Source: an optimization exercise on an open RTL-to-GDS flow (aim: small area, a short achievable clock period and few clock cycles). Production flows keep margins and buffers that such runs may drop.
Where RTL was checked, it was by simulation tests only, not by an equivalence proof against the original.
The clock port is modelled as an ideal driver, which makes a skipped or thinned clock tree look cheaper than it is; a real chip needs a root buffer or a tree.
Power figures rest on the tool's default switching activity, not on a simulated workload.

==> flow/design.v <==
`timescale 1ns / 1ps
package wnm_pkg;
    localparam int MAX_PATTERN = 32;
    localparam int POS_W       = MAX_PATTERN + 1;
    localparam int LEN_W       = $clog2(MAX_PATTERN + 1);
    localparam logic [7:0] ANY_ONE = 8'd63;
    localparam logic [7:0] ANY_RUN = 8'd42;
    localparam logic [7:0] CODE_ANY_ONE = 8'h2B;
    localparam logic CMD_LOAD = 1'b0;
    localparam logic CMD_NAME = 1'b1;
    typedef struct packed {
        logic matched;
        logic pattern_overflow;
    } t_result;
endpackage
`timescale 1ns / 1ps
module wnm_cell (
    input  logic       i_clk,
    input  logic       i_shift,
    input  logic [7:0] i_d,
    input  logic [7:0] i_ch,
    output logic [7:0] o_q,
    output logic       o_hit,
    output logic       o_star
);
    logic [7:0] r_byte;
    logic       wild;
    always_ff @(posedge i_clk) begin
        if (i_shift) begin
            r_byte <= i_d;
        end
    end
    assign wild   = (r_byte[7:1] == wnm_pkg::ANY_RUN[7:1]);
    assign o_q    = r_byte;
    assign o_star = wild && !r_byte[0];
    assign o_hit  = (wild && r_byte[0]) || (r_byte == i_ch);
endmodule
`timescale 1ns / 1ps
module wnm_out_skid (
    input  logic             i_clk,
    input  logic             i_rst_n,
    input  logic             i_push,
    input  logic             i_push_next,
    input  wnm_pkg::t_result i_data,
    output logic             o_ready,
    output logic             o_valid,
    input  logic             i_ready,
    output wnm_pkg::t_result o_data
);
    logic             r_res_valid;
    logic             n_res_valid;
    wnm_pkg::t_result r_res;
    logic             r_out_valid;
    logic             n_out_valid;
    wnm_pkg::t_result r_out;
    wnm_pkg::t_result r_out_n;
    wnm_pkg::t_result n_out;
    logic             r_skid_valid;
    logic             n_skid_valid;
    wnm_pkg::t_result r_skid;
    wnm_pkg::t_result n_skid;
    logic             out_free;
    logic             res_move;
    logic             r_ready;
    logic [1:0]       n_count;
    assign out_free = !r_out_valid || i_ready;
    assign res_move = r_res_valid && (out_free || !r_skid_valid);
    always_comb begin
        n_out_valid  = r_out_valid;
        n_out        = ~r_out_n;
        n_skid_valid = r_skid_valid;
        n_skid       = r_skid;
        if (out_free) begin
            if (r_skid_valid) begin
                n_out_valid  = 1'b1;
                n_out        = r_skid;
                n_skid_valid = r_res_valid;
                n_skid       = r_res;
            end else begin
                n_out_valid  = r_res_valid;
                n_out        = r_res;
            end
        end else if (r_res_valid && !r_skid_valid) begin
            n_skid_valid = 1'b1;
            n_skid       = r_res;
        end
    end
    assign n_res_valid = i_push || (r_res_valid && !res_move);
    assign n_count     = 2'(n_res_valid) + 2'(n_skid_valid) + 2'(n_out_valid);
    always_ff @(posedge i_clk) begin
        if (!i_rst_n) begin
            r_res_valid  <= 1'b0;
            r_out_valid  <= 1'b0;
            r_skid_valid <= 1'b0;
            r_ready      <= 1'b1;
        end else begin
            r_res_valid  <= n_res_valid;
            r_out_valid  <= n_out_valid;
            r_skid_valid <= n_skid_valid;
            r_ready      <= (n_count == 2'd0) || (n_count == 2'd1)
                            || ((n_count == 2'd2) && !i_push_next);
        end
    end
    always_ff @(posedge i_clk) begin
        r_out   <= n_out;
        r_out_n <= ~n_out;
        r_skid  <= n_skid;
        if (i_push) begin
            r_res <= i_data;
        end
    end
    assign o_ready = r_ready;
    assign o_valid = r_out_valid;
    assign o_data  = r_out;
endmodule
`timescale 1ns / 1ps
module wildcard_name_matcher (
    input  logic       i_clk,
    input  logic       i_rst_n,
    input  logic       i_valid,
    output logic       o_ready,
    input  logic       i_cmd,
    input  logic [7:0] i_ch,
    input  logic       i_last,
    output logic       o_valid,
    input  logic       i_ready,
    output logic       o_matched,
    output logic       o_pattern_overflow
);
    localparam int N  = wnm_pkg::MAX_PATTERN;
    localparam int LW = wnm_pkg::LEN_W;
    logic [LW-1:0]  r_cnt;            
    logic [LW-1:0]  r_len;            
    logic           r_lstar;          
    logic           r_ovf;
    logic           r_load_restart;
    logic           r_name_restart;
    logic [N:0]     r_act;
    logic           in_fire;
    logic           ch_swap;
    logic [7:0]     ch_code;
    logic           r_shift;
    logic           r_shift_new;      
    logic [7:0]     r_in_ch;
    logic           r_nm_v;
    logic           r_nm_first;
    logic           r_nm_last;
    logic           load_fire;
    logic           name_fire;
    logic           ch_star;
    logic [LW-1:0]  ld_cnt;
    logic           ld_lstar;
    logic           ld_ovf;
    logic           ld_room;
    logic           store;
    logic [7:0]     d   [N+1];
    logic [N-1:0]   hit;
    logic [N-1:0]   star;
    logic [N:0]     start;
    logic [N:0]     cur;
    logic [N:0]     closed;
    logic [N:0]     step;
    logic           push;
    wnm_pkg::t_result push_data;
    wnm_pkg::t_result out_data;
    assign in_fire   = i_valid && o_ready;
    assign load_fire = in_fire && (i_cmd == wnm_pkg::CMD_LOAD);
    assign name_fire = in_fire && (i_cmd == wnm_pkg::CMD_NAME);
    assign ch_star   = (i_ch == wnm_pkg::ANY_RUN);
    assign ch_swap   = (i_ch[7:5] == 3'b001) && i_ch[3] && (i_ch[1:0] == 2'b11) && (i_ch[4] == i_ch[2]);
    assign ch_code   = ch_swap ? (i_ch ^ 8'b0001_0100) : i_ch;
    assign ld_cnt   = r_load_restart ? '0 : r_cnt;
    assign ld_lstar = !r_load_restart && r_lstar;
    assign ld_ovf   = !r_load_restart && r_ovf;
    assign ld_room  = (ld_cnt < LW'(N));
    assign store    = load_fire && ld_room && !(ch_star && ld_lstar);
    always_ff @(posedge i_clk) begin
        if (!i_rst_n) begin
            r_shift <= 1'b0;
            r_len   <= '0;
            r_nm_v  <= 1'b0;
        end else begin
            r_shift <= store;
            if (r_shift) begin
                r_len <= r_shift_new ? LW'(1) : r_len + LW'(1);
            end
            r_nm_v  <= name_fire;
        end
    end
    always_ff @(posedge i_clk) begin
        r_in_ch     <= ch_code;
        r_shift_new <= r_load_restart;
        r_nm_last   <= i_last;
        r_nm_first  <= r_name_restart;
    end
    always_ff @(posedge i_clk) begin
        if (!i_rst_n) begin
            r_cnt          <= '0;
            r_lstar        <= 1'b0;
            r_ovf          <= 1'b0;
            r_load_restart <= 1'b1;
            r_name_restart <= 1'b1;
        end else if (load_fire) begin
            r_cnt          <= ld_room ? ld_cnt + LW'(1) : ld_cnt;
            r_lstar        <= store ? ch_star : ld_lstar;
            r_ovf          <= ld_ovf || !ld_room;
            r_load_restart <= i_last;
            r_name_restart <= 1'b1;
        end else if (name_fire) begin
            r_name_restart <= i_last;
        end
    end
    assign d[0] = r_in_ch;
    for (genvar i = 0; i < N; i++) begin : g_cell
        wnm_cell u_cell (
            .i_clk   (i_clk),
            .i_shift (r_shift),
            .i_d     (d[i]),
            .i_ch    (r_in_ch),
            .o_q     (d[i+1]),
            .o_hit   (hit[i]),
            .o_star  (star[i])
        );
    end
    for (genvar q = 0; q <= N; q++) begin : g_pos
        assign start[q] = (r_len == LW'(q));
    end
    assign cur = r_nm_first ? start : r_act;
    for (genvar q = 0; q <= N; q++) begin : g_close
        if (q < N) begin : g_lo
            assign closed[q] = cur[q] || (cur[q+1] && star[q]);
        end else begin : g_hi
            assign closed[q] = cur[q];
        end
    end
    for (genvar q = 0; q <= N; q++) begin : g_step
        logic stay;
        logic move;
        if (q > 0) begin : g_stay
            assign stay = closed[q] && (star[q-1] || !r_nm_v);
        end else begin : g_nostay
            assign stay = closed[q] && !r_nm_v;
        end
        if (q < N) begin : g_move
            assign move = closed[q+1] && hit[q] && r_nm_v;
        end else begin : g_nomove
            assign move = 1'b0;
        end
        assign step[q] = stay || move;
    end
    always_ff @(posedge i_clk) begin
        r_act <= step;
    end
    assign push                       = r_nm_v && r_nm_last;
    assign push_data.matched          = step[0] || (step[1] && star[0]);
    assign push_data.pattern_overflow = r_ovf;
    wnm_out_skid u_out (
        .i_clk       (i_clk),
        .i_rst_n     (i_rst_n),
        .i_push      (push),
        .i_push_next (name_fire && i_last),
        .i_data      (push_data),
        .o_ready     (o_ready),
        .o_valid     (o_valid),
        .i_ready     (i_ready),
        .o_data      (out_data)
    );
    assign o_matched          = out_data.matched;
    assign o_pattern_overflow = out_data.pattern_overflow;
endmodule
Settings: LEC_CHECK=0, CAP_MARGIN=20, CORE_MARGIN=2, CORE_UTILIZATION=40, SETUP_SLACK_MARGIN=3.1, SLEW_MARGIN=20; clock period 5.0 ns.
standard.sh (not shown) runs the stock make flow with config.mk's settings and CLKGATE_MAP_FILE= SYNTH_SCRIPT=/design/flow/synth_recipe.tcl, a recipe that flattens the netlist after the stock synthesis.
==> flow/flow/run.sh <==
#!/bin/bash
# The standard layout (standard.sh), except that
# - the ports are buffered with sky130_fd_sc_hd__buf_4, not the cell
#   buffer_ports picks by default;
# - the clock tree is built by flow/clock_tree.tcl in place of
#   clock_tree_synthesis: four root buffers on the clock port, each driving the
#   leaf buffers of the flip-flop groups near it.
set -euo pipefail
bash standard.sh synth > synth.log 2>&1
bash standard.sh 'BUFFER_PORTS_ARGS=-buffer_cell sky130_fd_sc_hd__buf_4' "PRE_CTS_TCL=$PWD/flow/clock_tree.tcl" finish > layout.log 2>&1
Other scripts of this flow, unchanged in this note and not shown: flow/flow/clock_tree.tcl
The baseline completed with no timing, DRC or antenna violations.
Edit:
--- a/flow/design.v
+++ b/flow/design.v
@@ -61,9 +61,10 @@
     wnm_pkg::t_result n_skid;
     logic             out_free;
     logic             res_move;
     logic             r_ready;
-    logic [1:0]       n_count;
+    logic             n_two;
+    logic             n_three;
     assign out_free = !r_out_valid || i_ready;
     assign res_move = r_res_valid && (out_free || !r_skid_valid);
     always_comb begin
         n_out_valid  = r_out_valid;
@@ -85,9 +86,11 @@
             n_skid       = r_res;
         end
     end
     assign n_res_valid = i_push || (r_res_valid && !res_move);
-    assign n_count     = 2'(n_res_valid) + 2'(n_skid_valid) + 2'(n_out_valid);
+    assign n_two   = (n_res_valid && n_skid_valid) || (n_res_valid && n_out_valid)
+                     || (n_skid_valid && n_out_valid);
+    assign n_three = n_res_valid && n_skid_valid && n_out_valid;
     always_ff @(posedge i_clk) begin
         if (!i_rst_n) begin
             r_res_valid  <= 1'b0;
             r_out_valid  <= 1'b0;
@@ -96,10 +99,9 @@
         end else begin
             r_res_valid  <= n_res_valid;
             r_out_valid  <= n_out_valid;
             r_skid_valid <= n_skid_valid;
-            r_ready      <= (n_count == 2'd0) || (n_count == 2'd1)
-                            || ((n_count == 2'd2) && !i_push_next);
+            r_ready      <= !n_two || (!n_three && !i_push_next);
         end
     end
     always_ff @(posedge i_clk) begin
         r_out   <= n_out;
Result: Fmax increases by a few percent. Global-route usage increases by 0.32 points. Final area decreases slightly. Area after synthesis increases slightly. Clock skew decreases by 0.0083 ns.
Testbench counts after the change, summed over its fixed seeds: cycles 32,693.
For the first run of this note, only the layout was checked, not whether the RTL still works. In every run of this note, the design's own scripts or RTL, not TritonCTS, make the clock network.

========
// wildcard_name_matcher: RTL as listed in full above, without the edits since
Settings: LEC_CHECK=0, CAP_MARGIN=20, CORE_MARGIN=2, CORE_UTILIZATION=40, SETUP_SLACK_MARGIN=3.2, SLEW_MARGIN=20; clock period 5.0 ns.
Scripts as last shown in full above: flow/flow/run.sh
Other scripts of this flow, unchanged in this note and not shown: flow/flow/clock_tree.tcl
Rerun with:
--- a/flow/design.v
+++ b/flow/design.v
@@ -42,8 +42,9 @@
     input  logic             i_push,
     input  logic             i_push_next,
     input  wnm_pkg::t_result i_data,
     output logic             o_ready,
+    output logic             o_busy,
     output logic             o_valid,
     input  logic             i_ready,
     output wnm_pkg::t_result o_data
 );
@@ -61,13 +62,16 @@
     wnm_pkg::t_result n_skid;
     logic             out_free;
     logic             res_move;
     logic             r_ready;
-    logic [1:0]       n_count;
-    assign out_free = !r_out_valid || i_ready;
+    logic             r_busy;
+    logic             r_out_empty;
+    logic             n_two;
+    logic             n_three;
+    assign out_free = r_out_empty || i_ready;
     assign res_move = r_res_valid && (out_free || !r_skid_valid);
     always_comb begin
-        n_out_valid  = r_out_valid;
+        n_out_valid  = !r_out_empty;
         n_out        = ~r_out_n;
         n_skid_valid = r_skid_valid;
         n_skid       = r_skid;
         if (out_free) begin
@@ -85,21 +89,26 @@
             n_skid       = r_res;
         end
     end
     assign n_res_valid = i_push || (r_res_valid && !res_move);
-    assign n_count     = 2'(n_res_valid) + 2'(n_skid_valid) + 2'(n_out_valid);
+    assign n_two   = (n_res_valid && n_skid_valid) || (n_res_valid && n_out_valid)
+                     || (n_skid_valid && n_out_valid);
+    assign n_three = n_res_valid && n_skid_valid && n_out_valid;
     always_ff @(posedge i_clk) begin
         if (!i_rst_n) begin
             r_res_valid  <= 1'b0;
             r_out_valid  <= 1'b0;
+            r_out_empty  <= 1'b1;
             r_skid_valid <= 1'b0;
             r_ready      <= 1'b1;
+            r_busy       <= 1'b0;
         end else begin
             r_res_valid  <= n_res_valid;
             r_out_valid  <= n_out_valid;
+            r_out_empty  <= !n_out_valid;
             r_skid_valid <= n_skid_valid;
-            r_ready      <= (n_count == 2'd0) || (n_count == 2'd1)
-                            || ((n_count == 2'd2) && !i_push_next);
+            r_ready      <= !n_two || (!n_three && !i_push_next);
+            r_busy       <= n_two && (n_three || i_push_next);
         end
     end
     always_ff @(posedge i_clk) begin
         r_out   <= n_out;
@@ -109,8 +118,9 @@
             r_res <= i_data;
         end
     end
     assign o_ready = r_ready;
+    assign o_busy  = r_busy;
     assign o_valid = r_out_valid;
     assign o_data  = r_out;
 endmodule
 `timescale 1ns / 1ps
@@ -136,8 +146,9 @@
     logic           r_load_restart;
     logic           r_name_restart;
     logic [N:0]     r_act;
     logic           in_fire;
+    logic           out_busy;         
     logic           ch_swap;
     logic [7:0]     ch_code;
     logic           r_shift;
     logic           r_shift_new;      
@@ -162,9 +173,9 @@
     logic [N:0]     step;
     logic           push;
     wnm_pkg::t_result push_data;
     wnm_pkg::t_result out_data;
-    assign in_fire   = i_valid && o_ready;
+    assign in_fire   = i_valid && !out_busy;
     assign load_fire = in_fire && (i_cmd == wnm_pkg::CMD_LOAD);
     assign name_fire = in_fire && (i_cmd == wnm_pkg::CMD_NAME);
     assign ch_star   = (i_ch == wnm_pkg::ANY_RUN);
     assign ch_swap   = (i_ch[7:5] == 3'b001) && i_ch[3] && (i_ch[1:0] == 2'b11) && (i_ch[4] == i_ch[2]);
@@ -260,8 +271,9 @@
         .i_push      (push),
         .i_push_next (name_fire && i_last),
         .i_data      (push_data),
         .o_ready     (o_ready),
+        .o_busy      (out_busy),
         .o_valid     (o_valid),
         .i_ready     (i_ready),
         .o_data      (out_data)
     );
The changed run passed the timing, DRC and antenna checks.
Final area decreases slightly.
Area after synthesis increases slightly.
Routed wire length came out higher slightly.
Register-to-register slack loses 0.03 ns.
Total power goes up slightly.
Worst setup slack improved by 0.19 ns.
Global-route usage barely changes.
Utilization came out lower by 0.48 points.
Worst hold slack loses 0.021 ns.
Die area went up slightly.
Maximum frequency grows by roughly a tenth.
Synthesized cell count is higher by a few percent.
Via count barely changes.
Testbench counts after the change, summed over its fixed seeds: cycles 32,693.
For the first run of this note, only the layout was checked, not whether the RTL still works. In every run of this note, the design's own scripts or RTL, not TritonCTS, make the clock network.

========
== the previous run ==
wildcard_name_matcher with an RTL version that a note above also has.
Size: roughly 1200 cells after synthesis, roughly 330 flip-flops, about 18 I/O pins, ~0.015 mm^2 of cells after synthesis.
==> module wildcard_name_matcher, before the edit <==
module wildcard_name_matcher (
    input  logic       i_clk,
    input  logic       i_rst_n,
    input  logic       i_valid,
    output logic       o_ready,
    input  logic       i_cmd,
    input  logic [7:0] i_ch,
    input  logic       i_last,
    output logic       o_valid,
    input  logic       i_ready,
    output logic       o_matched,
    output logic       o_pattern_overflow
);
    localparam int N  = wnm_pkg::MAX_PATTERN;
    localparam int LW = wnm_pkg::LEN_W;
    logic [LW-1:0]  r_cnt;            
    logic [LW-1:0]  r_len;            
    logic           r_lstar;          
    logic           r_ovf;
    logic           r_load_restart;
    logic           r_name_restart;
    logic [N:0]     r_act;
    logic           in_fire;
    logic           out_busy;         
    logic           ch_swap;
    logic [7:0]     ch_code;
    logic           r_shift;
    logic           r_shift_new;      
    logic [7:0]     r_in_ch;
    logic           r_nm_v;
    logic           r_nm_first;
    logic           r_nm_last;
    logic           load_fire;
    logic           name_fire;
    logic           ch_star;
    logic [LW-1:0]  ld_cnt;
    logic           ld_lstar;
    logic           ld_ovf;
    logic           ld_room;
    logic           store;
    logic [7:0]     d   [N+1];
    logic [N-1:0]   hit;
    logic [N-1:0]   star;
    logic [N:0]     start;
    logic [N:0]     cur;
    logic [N:0]     closed;
    logic [N:0]     step;
    logic           push;
    wnm_pkg::t_result push_data;
    wnm_pkg::t_result out_data;
    assign in_fire   = i_valid && !out_busy;
    assign load_fire = in_fire && (i_cmd == wnm_pkg::CMD_LOAD);
    assign name_fire = in_fire && (i_cmd == wnm_pkg::CMD_NAME);
    assign ch_star   = (i_ch == wnm_pkg::ANY_RUN);
    assign ch_swap   = (i_ch[7:5] == 3'b001) && i_ch[3] && (i_ch[1:0] == 2'b11) && (i_ch[4] == i_ch[2]);
    assign ch_code   = ch_swap ? (i_ch ^ 8'b0001_0100) : i_ch;
    assign ld_cnt   = r_load_restart ? '0 : r_cnt;
    assign ld_lstar = !r_load_restart && r_lstar;
    assign ld_ovf   = !r_load_restart && r_ovf;
    assign ld_room  = (ld_cnt < LW'(N));
    assign store    = load_fire && ld_room && !(ch_star && ld_lstar);
    always_ff @(posedge i_clk) begin
        if (!i_rst_n) begin
            r_shift <= 1'b0;
            r_len   <= '0;
            r_nm_v  <= 1'b0;
        end else begin
            r_shift <= store;
            if (r_shift) begin
                r_len <= r_shift_new ? LW'(1) : r_len + LW'(1);
            end
            r_nm_v  <= name_fire;
        end
    end
    always_ff @(posedge i_clk) begin
        r_in_ch     <= ch_code;
        r_shift_new <= r_load_restart;
        r_nm_last   <= i_last;
        r_nm_first  <= r_name_restart;
    end
    always_ff @(posedge i_clk) begin
        if (!i_rst_n) begin
            r_cnt          <= '0;
            r_lstar        <= 1'b0;
            r_ovf          <= 1'b0;
            r_load_restart <= 1'b1;
            r_name_restart <= 1'b1;
        end else if (load_fire) begin
            r_cnt          <= ld_room ? ld_cnt + LW'(1) : ld_cnt;
            r_lstar        <= store ? ch_star : ld_lstar;
            r_ovf          <= ld_ovf || !ld_room;
            r_load_restart <= i_last;
            r_name_restart <= 1'b1;
        end else if (name_fire) begin
            r_name_restart <= i_last;
        end
    end
    assign d[0] = r_in_ch;
    for (genvar i = 0; i < N; i++) begin : g_cell
        wnm_cell u_cell (
            .i_clk   (i_clk),
            .i_shift (r_shift),
            .i_d     (d[i]),
            .i_ch    (r_in_ch),
            .o_q     (d[i+1]),
            .o_hit   (hit[i]),
            .o_star  (star[i])
        );
    end
    for (genvar q = 0; q <= N; q++) begin : g_pos
        assign start[q] = (r_len == LW'(q));
    end
    assign cur = r_nm_first ? start : r_act;
    for (genvar q = 0; q <= N; q++) begin : g_close
        if (q < N) begin : g_lo
            assign closed[q] = cur[q] || (cur[q+1] && star[q]);
        end else begin : g_hi
            assign closed[q] = cur[q];
        end
    end
    for (genvar q = 0; q <= N; q++) begin : g_step
        logic stay;
        logic move;
        if (q > 0) begin : g_stay
            assign stay = closed[q] && (star[q-1] || !r_nm_v);
        end else begin : g_nostay
            assign stay = closed[q] && !r_nm_v;
        end
        if (q < N) begin : g_move
            assign move = closed[q+1] && hit[q] && r_nm_v;
        end else begin : g_nomove
            assign move = 1'b0;
        end
        assign step[q] = stay || move;
    end
    always_ff @(posedge i_clk) begin
        r_act <= step;
    end
    assign push                       = r_nm_v && r_nm_last;
    assign push_data.matched          = step[0] || (step[1] && star[0]);
    assign push_data.pattern_overflow = r_ovf;
    wnm_out_skid u_out (
        .i_clk       (i_clk),
        .i_rst_n     (i_rst_n),
        .i_push      (push),
        .i_push_next (name_fire && i_last),
        .i_data      (push_data),
        .o_ready     (o_ready),
        .o_busy      (out_busy),
        .o_valid     (o_valid),
        .i_ready     (i_ready),
        .o_data      (out_data)
    );
    assign o_matched          = out_data.matched;
    assign o_pattern_overflow = out_data.pattern_overflow;
endmodule
clock: 5.0 ns
lec_check: 0
cap_margin: 20
core_margin: 2
core_utilization: 40
setup_slack_margin: 3.2
slew_margin: 20
tns_end_percent: 50
Scripts as last shown in full above: flow/flow/run.sh
Other scripts of this flow, unchanged in this note and not shown: flow/flow/clock_tree.tcl
Testbench counts of the previous run, summed over its fixed seeds: cycles 32,693.
The following lists how the current run was set up differently from the previous run:
--- a/flow/design.v
+++ b/flow/design.v
@@ -138,10 +138,14 @@
     output logic       o_pattern_overflow
 );
     localparam int N  = wnm_pkg::MAX_PATTERN;
     localparam int LW = wnm_pkg::LEN_W;
+    localparam int C  = 2;                
+    assign ch_key[0] = 8'h00;
+    assign ch_key[1] = 8'hFF;
     logic [LW-1:0]  r_cnt;            
-    logic [LW-1:0]  r_len;            
+    logic [4:0]     r_len_hi;         
+    logic [7:0]     r_len_lo;         
     logic           r_lstar;          
     logic           r_ovf;
     logic           r_load_restart;
     logic           r_name_restart;
@@ -151,9 +155,10 @@
     logic           ch_swap;
     logic [7:0]     ch_code;
     logic           r_shift;
     logic           r_shift_new;      
-    logic [7:0]     r_in_ch;
+    logic [7:0]     r_in_ch  [C];     
+    logic [7:0]     ch_key   [C];
     logic           r_nm_v;
     logic           r_nm_first;
     logic           r_nm_last;
     logic           load_fire;
@@ -187,20 +192,31 @@
     assign store    = load_fire && ld_room && !(ch_star && ld_lstar);
     always_ff @(posedge i_clk) begin
         if (!i_rst_n) begin
             r_shift <= 1'b0;
-            r_len   <= '0;
+            r_len_hi <= 5'b00001;
+            r_len_lo <= 8'b0000_0001;
             r_nm_v  <= 1'b0;
         end else begin
             r_shift <= store;
             if (r_shift) begin
-                r_len <= r_shift_new ? LW'(1) : r_len + LW'(1);
+                if (r_shift_new) begin
+                    r_len_hi <= 5'b00001;
+                    r_len_lo <= 8'b0000_0010;
+                end else begin
+                    if (r_len_lo[7]) begin
+                        r_len_hi <= {r_len_hi[3:0], 1'b0};
+                    end
+                    r_len_lo <= {r_len_lo[6:0], r_len_lo[7]};
+                end
             end
             r_nm_v  <= name_fire;
         end
     end
     always_ff @(posedge i_clk) begin
-        r_in_ch     <= ch_code;
+        for (int j = 0; j < C; j++) begin
+            r_in_ch[j] <= ch_code ^ ch_key[j];
+        end
         r_shift_new <= r_load_restart;
         r_nm_last   <= i_last;
         r_nm_first  <= r_name_restart;
     end
@@ -220,22 +236,22 @@
         end else if (name_fire) begin
             r_name_restart <= i_last;
         end
     end
-    assign d[0] = r_in_ch;
+    assign d[0] = r_in_ch[0];
     for (genvar i = 0; i < N; i++) begin : g_cell
         wnm_cell u_cell (
             .i_clk   (i_clk),
             .i_shift (r_shift),
             .i_d     (d[i]),
-            .i_ch    (r_in_ch),
+            .i_ch    (r_in_ch[i / (N / C)] ^ ch_key[i / (N / C)]),
             .o_q     (d[i+1]),
             .o_hit   (hit[i]),
             .o_star  (star[i])
         );
     end
     for (genvar q = 0; q <= N; q++) begin : g_pos
-        assign start[q] = (r_len == LW'(q));
+        assign start[q] = r_len_hi[q / 8] && r_len_lo[q % 8];
     end
     assign cur = r_nm_first ? start : r_act;
     for (genvar q = 0; q <= N; q++) begin : g_close
         if (q < N) begin : g_lo
## What came out
The current run finished all stages; the layout is clean.
On the current run: logic gate share of total power is 0.6 points lower than what the previous run gave.
Period utilization was lower in the previous run than in the current run.
The current run does worse than the previous run on minimum period implied by the final worst setup slack.
When the final numbers for the previous run and the current run were put side by side, the register area turned out to be greater in the current run.
Any difference in complex-gate fraction of the synthesized area between the current run and the previous run is small enough to ignore.
Of the previous run and the current run, the current run shows the higher fraction of met2 tracks used by global routing, with the previous run below it.
Summary of the comparison: via count of the first global-routing pass is higher in the current run, relative to the previous run.
The current run vs the previous run, summed instance area of the synthesized netlist went up by 530 um^2.
Sort the previous run and the current run by required time of the critical path, ascending, and the current run comes first.
The current run vs the previous run, capturing instance or port of the critical path: u_out.r_res[1]$_DFFE_PP_ vs u_out.r_busy$_SDFF_PN0_
Taking the previous run as the reference, in the current run cell area flat, number of buffers inserted for hold repair after clock tree synthesis level, number of cells on the worst reg-to-reg path shows a reduction of 2.
Only the layout flow was run in the current run; the RTL was not checked for function there. In every run of this note, the design's own scripts or RTL, not TritonCTS, make the clock network.

[re-timing with driven ports]
The flow's constraints put no driver on any port. The routed layouts listed below were extracted and timed again, unchanged, in two steps.
Step 1 (the two cells are an assumption about what drives the block):
set clk [get_ports {i_clk}]
set_driving_cell -lib_cell sky130_fd_sc_hd__clkbuf_16 $clk
set_driving_cell -lib_cell sky130_fd_sc_hd__buf_2 [delete_from_list [all_inputs] $clk]
Step 2, shift: input delay + t, output delay - t, t = (earliest + latest rising clock arrival at the registers) / 2. This alone moves slack from input paths to output paths.
Three values: ideal ports, drivers, drivers and shift; two values: the first two.
run | t (ns) | slack for setup (ns) | cell pins on the clock port's net
the first run of note 1 | 0.414 | 2.991 / 3.008 / 2.644 | 4
the second run of note 1 | 0.419 | 3.091 / 3.084 / 2.899 | 4
the first run of note 2 | 0.416 | 2.999 / 3.081 / 2.665 | 4
the second run of note 2 | 0.420 | 3.185 / 3.147 / 2.880 | 4
the previous run | 0.418 | 3.240 / 3.146 / 2.907 | 4
the current run | 0.418 | 3.184 / 3.169 / 2.863 | 4
After both steps setup and hold are still met in every run listed. For the first run of note 1, which loses most, drivers alone change the setup slack by +0.017 ns; drivers and shift together by -0.347 ns.
